This design comes from an exercise in tuning for a short achievable clock period and few clock cycles on the open sky130 flow, not from production work. Power figures rest on the tool's default switching activity, not on a simulated workload.

==> inputs of v20 <==
Design armCore, start of the top module:
module armCore (
    input  wire                      CLK,
    input  wire                      Reset,
    input  wire armPipePkg::wordT    instr,
    input  wire armPipePkg::wordT    readData,
    input  wire                      cacheReady,
    output armPipePkg::wordT         pc,
    output armPipePkg::wordT         aluResult,
    output armPipePkg::wordT         writeData,
    output logic                     cpuValid,
    output logic                     cpuOp
);
Settings: LEC_CHECK=0, CAP_MARGIN=40, CORE_MARGIN=2, CORE_UTILIZATION=40, SETUP_SLACK_MARGIN=3.5, SLEW_MARGIN=40; clock period 6.0 ns.
run.sh (not shown) runs the stock make flow with config.mk's settings and CLKGATE_MAP_FILE= SYNTH_SCRIPT=/design/flow/synth_recipe.tcl, a recipe that flattens the netlist after the stock synthesis.
==> v38 (differences from v20) <==
--- a/flow/design.v
+++ b/flow/design.v
@@ -158,26 +158,17 @@
     output logic         cout
 );
     localparam int N = W + 1;
     localparam int L = (N > 32) ? 6 : (N > 16) ? 5 : (N > 8) ? 4 : 3;
     logic [N-1:0] g [0:L];
     logic [N-1:0] p [0:L];
-    logic [N-1:0] ae, be;
     logic [W-1:0] x;
     assign x = a ^ b;
-    assign ae = {a, cin};
-    assign be = {b, cin};
     assign p[0] = {x, 1'b0};
     assign g[0] = {a & b, cin};
-    assign g[1][0] = g[0][0];
-    assign p[1][0] = p[0][0];
-    for (genvar i = 1; i < N; i++) begin : gFirst
-        assign g[1][i] = g[0][i] | ((p[0][i] & ae[i - 1]) & be[i - 1]);
-        assign p[1][i] = p[0][i] & p[0][i - 1];
-    end
-    for (genvar l = 2; l <= L; l++) begin : gLevel
+    for (genvar l = 1; l <= L; l++) begin : gLevel
         for (genvar i = 0; i < N; i++) begin : gBit
             if (i >= (1 << (l - 1))) begin : gMerge
                 assign g[l][i] = g[l - 1][i] | (p[l - 1][i] & g[l - 1][i - (1 << (l - 1))]);
                 assign p[l][i] = p[l - 1][i] & p[l - 1][i - (1 << (l - 1))];
             end else begin : gPass
                 assign g[l][i] = g[l - 1][i];
@@ -284,20 +275,24 @@
     input  wire                      writeD,       
     input  wire                      loadE,
     input  wire armIsaPkg::regIdxT   wa3E,
     input  wire                      loadQ,
     input  wire armIsaPkg::regIdxT   waQ,
     input  wire                      cacheReady,
+    input  wire                      loadQ1,
+    input  wire armIsaPkg::regIdxT   waQ1,
     output logic                     stall
 );
-    logic hazE, hazQ;
+    logic hazE, hazQ, hazQ1;
     assign hazE = loadE && ((useRnD && rnD == wa3E) || (useRmD && rmD == wa3E)
                          || (writeD && rdD == wa3E));
     assign hazQ = loadQ && ((useRnD && rnD == waQ) || (useRmD && rmD == waQ)
                          || (useRdD && rdD == waQ) || (writeD && rdD == waQ));
-    assign stall = validD && (hazE || (hazQ && !cacheReady));
+    assign hazQ1 = loadQ1 && ((useRnD && rnD == waQ1) || (useRmD && rmD == waQ1)
+                           || (useRdD && rdD == waQ1) || (writeD && rdD == waQ1));
+    assign stall = validD && (hazE || hazQ1 || (hazQ && !cacheReady));
 endmodule
 `default_nettype wire
 `timescale 1ns/1ps
 `default_nettype none
 module armCore (
     input  wire                      CLK,
@@ -316,13 +311,13 @@
     logic [29:0] offF, tgtF, pcW1, pcW3, base1, pcW2F, pcW4F;
     logic storeF;
     armIsaPkg::regIdxT ra2F;
     logic [14:0] sel1F, sel2F;
     logic validD, predD;
     armPipePkg::wordT instrD;
-    logic [29:0] pcD, pcD2, pcD4, altD, alt2D, tgtD, tgt2D;
+    logic [29:0] pcD, pcD2, pcD4, altD, alt2D;
     logic [14:0] sel1D, sel2D;
     logic pc1D, pc2D;
     logic isMemD, isLoadD, isStoreD, isBranchD, aluWriteD, loadWriteD, flagWriteD;
     logic isArithD, isSubD, isLogicD, isAndD, useImmD, useRnD, useRmD, useRdD;
     armIsaPkg::regIdxT rnD, rmD, rdD, ra2D;
     armPipePkg::wordT immD, rd1D, rd2D, bD;
@@ -338,20 +333,24 @@
     logic nOut, zOut, cOut, vOut, condPass;
     logic regWriteM, flagSetM, arithM, zM, cM, vM;
     armIsaPkg::regIdxT wa3M;
     armPipePkg::wordT aluResM;
     logic nSaved, zSaved, cSaved, vSaved;
     logic nFlag, zFlag, cFlag, vFlag;
-    armPipePkg::wordT memAddr, memData;
-    logic memWe;
-    armIsaPkg::regIdxT memWa;
-    logic memBusy, loadDone;
+    logic memWe, q1Valid, q1Op, q1We;
+    armIsaPkg::regIdxT memWa, q1Wa;
+    logic headA, headB;
+    logic [1:0] slotFromLoad;
+    armPipePkg::wordT slotAddr [0:1];
+    armPipePkg::wordT slotData [0:1];
+    logic memBusy, loadDone, memIssue;
     logic stallE, stallD, redirect, writeE;
     assign memBusy = cpuValid & ~cacheReady;
     assign loadDone = cpuValid & cpuOp & memWe & cacheReady;
-    assign stallE = validE & isMemE & memBusy;
+    assign stallE = validE & isMemE & memBusy & q1Valid;
+    assign memIssue = validE & isMemE & condPass & ~stallE;
     assign stallD = stallE | hazStall;
     assign writeE = validE & aluWriteE & condPass;
     assign redirect = validE & isBranchE & (condPass ^ predE);
     assign pc = {pcW, 2'b00};
     assign predF = baseOk && instr[27:26] == armIsaPkg::classBranch && instr[31:28] != 4'hF
                 && (instr[31:28] == armIsaPkg::AL || instr[23]);
@@ -431,21 +430,18 @@
     );
     armHazard hazard (
         .validD(validD), .rnD(rnD), .rmD(rmD), .rdD(rdD),
         .useRnD(useRnD), .useRmD(useRmD), .useRdD(useRdD), .writeD(aluWriteD | loadWriteD),
         .loadE(validE & loadWriteE), .wa3E(wa3E),
         .loadQ(cpuValid & cpuOp & memWe), .waQ(memWa), .cacheReady(cacheReady),
+        .loadQ1(q1Valid & q1Op & q1We), .waQ1(q1Wa),
         .stall(hazStall)
     );
     assign bD = useImmD ? immD : rd2D;
-    armAdder #(.W(30)) altAdd (.a(pcD2), .b({{6{instrD[23]}}, instrD[23:0]}), .cin(1'b0),
-        .sum(tgtD), .cout());
-    armAdder #(.W(30)) alt2Add (.a(pcD4), .b({{6{instrD[23]}}, instrD[23:0]}), .cin(1'b0),
-        .sum(tgt2D), .cout());
-    assign altD = predD ? pcD + 30'd1 : tgtD;
-    assign alt2D = predD ? pcD + 30'd3 : tgt2D;
+    assign altD = predD ? pcD + 30'd1 : pcD2 + {{6{instrD[23]}}, instrD[23:0]};
+    assign alt2D = predD ? pcD + 30'd3 : pcD4 + {{6{instrD[23]}}, instrD[23:0]};
     always_ff @(posedge CLK or posedge Reset) begin
         if (Reset) begin
             validE <= 1'b0;
         end else if (redirect) begin
             validE <= 1'b0;
         end else if (!stallE) begin
@@ -532,23 +528,54 @@
         cM <= cOut;
         vM <= vOut;
     end
     always_ff @(posedge CLK or posedge Reset) begin
         if (Reset) begin
             cpuValid <= 1'b0;
+            q1Valid <= 1'b0;
         end else if (!memBusy) begin
-            cpuValid <= validE & isMemE & condPass;
+            cpuValid <= q1Valid | memIssue;
+            q1Valid <= q1Valid & memIssue;
+        end else if (!q1Valid) begin
+            q1Valid <= memIssue;
         end
     end
     always_ff @(posedge CLK) begin
         if (!memBusy) begin
-            cpuOp <= isLoadE;
-            memAddr <= resultE;
-            memData <= storeData;
-            memWe <= loadWriteE;
-            memWa <= wa3E;
+            cpuOp <= q1Valid ? q1Op : isLoadE;
+            memWe <= q1Valid ? q1We : loadWriteE;
+            memWa <= q1Valid ? q1Wa : wa3E;
+        end
+        if (memBusy ? !q1Valid : q1Valid) begin
+            q1Op <= isLoadE;
+            q1We <= loadWriteE;
+            q1Wa <= wa3E;
+        end
+    end
+    always_ff @(posedge CLK or posedge Reset) begin
+        if (Reset) begin
+            headA <= 1'b1;
+            headB <= 1'b0;
+        end else if (cpuValid && cacheReady && q1Valid) begin
+            headA <= ~headA;
+            headB <= ~headB;
+        end
+    end
+    assign aluResult = ({32{headA}} & slotAddr[0]) | ({32{headB}} & slotAddr[1]);
+    assign writeData = ({32{headA}} & slotData[0]) | ({32{headB}} & slotData[1]);
+    for (genvar q = 0; q < 2; q++) begin : gSlot
+        logic isHead, fill;
+        assign isHead = (q == 0) ? headA : headB;
+        assign fill = isHead ? !memBusy : (memBusy && !q1Valid);
+        always_ff @(posedge CLK) begin
+            if (fill) begin
+                slotAddr[q] <= resultE;
+                slotData[q] <= storeData;
+                slotFromLoad[q] <= selSL & (memBusy | q1Valid);
+            end else if (slotFromLoad[q] && cpuValid && cacheReady) begin
+                slotData[q] <= readData;
+                slotFromLoad[q] <= 1'b0;
+            end
         end
     end
-    assign aluResult = memAddr;
-    assign writeData = memData;
 endmodule
 `default_nettype wire
Settings changed: CELL_PAD_IN_SITES_DETAIL_PLACEMENT set to 1, CELL_PAD_IN_SITES_GLOBAL_PLACEMENT set to 2.
==> comparison table <==
item	v38	v20
Outcome	finished clean	finished clean
Number of placement rows	146	142
Final Routed Wirelength	333.6 mm	280.0 mm
Endpoint of the most critical setup path	vM	memAddr[27]
Vias in the first global route	56,350	51,990
Fraction of synthesized cell area taken by the top area cell type	41.67%	40.48%
Power Internal	22.04 mW	22.31 mW
Sequential fraction of the synthesis area	47.86%	46.90%
Non-clock buffer count in the final layout	976	961
Async set or reset register ratio after synthesis	6.854%	7.071%
Logic depth of the worst setup path including buffers	18	15
Comb pwr share	43.2%	50.2%
Wire length per cell	38.62 um	33.48 um
CTS-repair resized insts	1,332	1,649
Layout multi-input combinational cell count	4,098	4,079
DR vias	56,140	55,560
Cell count after placement	7,749	7,516
Fraction of the mapped netlist area in simple logic gates	9.492%	10.30%
Post-Synth Adder-Cell Area	4.758%	3.854%
Clock input transition at the sequential cells of the worst setup and hold paths	50 ps	70 ps
Sequential cell count of the final layout	1,065	990
Die X	403.5 um	392.5 um
CP max stage cell	edfxtp_1	or4b_1
Function was not checked in any run of this note: the RTL went through the layout flow alone.

## static timing again, ports no longer ideal
No port has a modelled driver above. Below, the same layouts with a new extraction and two added sets of constraints.
Step 1, drivers: a clkbuf_16 drives CLK and a buf_2 each remaining input, both assumed.
Step 2, shift: input delay + t, output delay - t, t = (earliest + latest rising clock arrival at the registers) / 2. This alone moves slack from input paths to output paths.
Three values: ideal ports, drivers, drivers and shift; two values: the first two.
run	t (ns)	setup slack, ns	hold slack, ns	slew at the worst register clock pin (ns)	worst slew at a driven data input, ns
v20	0.837	2.431 / 2.431 / 2.108	0.367 / 0.367 / 0.367	0.07 / 0.07	0.24
v38	0.891	2.273 / 2.273 / 1.665	0.347 / 0.347 / 0.347	0.07 / 0.07	0.15
After both steps every run listed still meets setup and hold. For v38, which loses most, drivers alone change the setup slack by 0.000 ns; drivers and shift together by -0.608 ns.
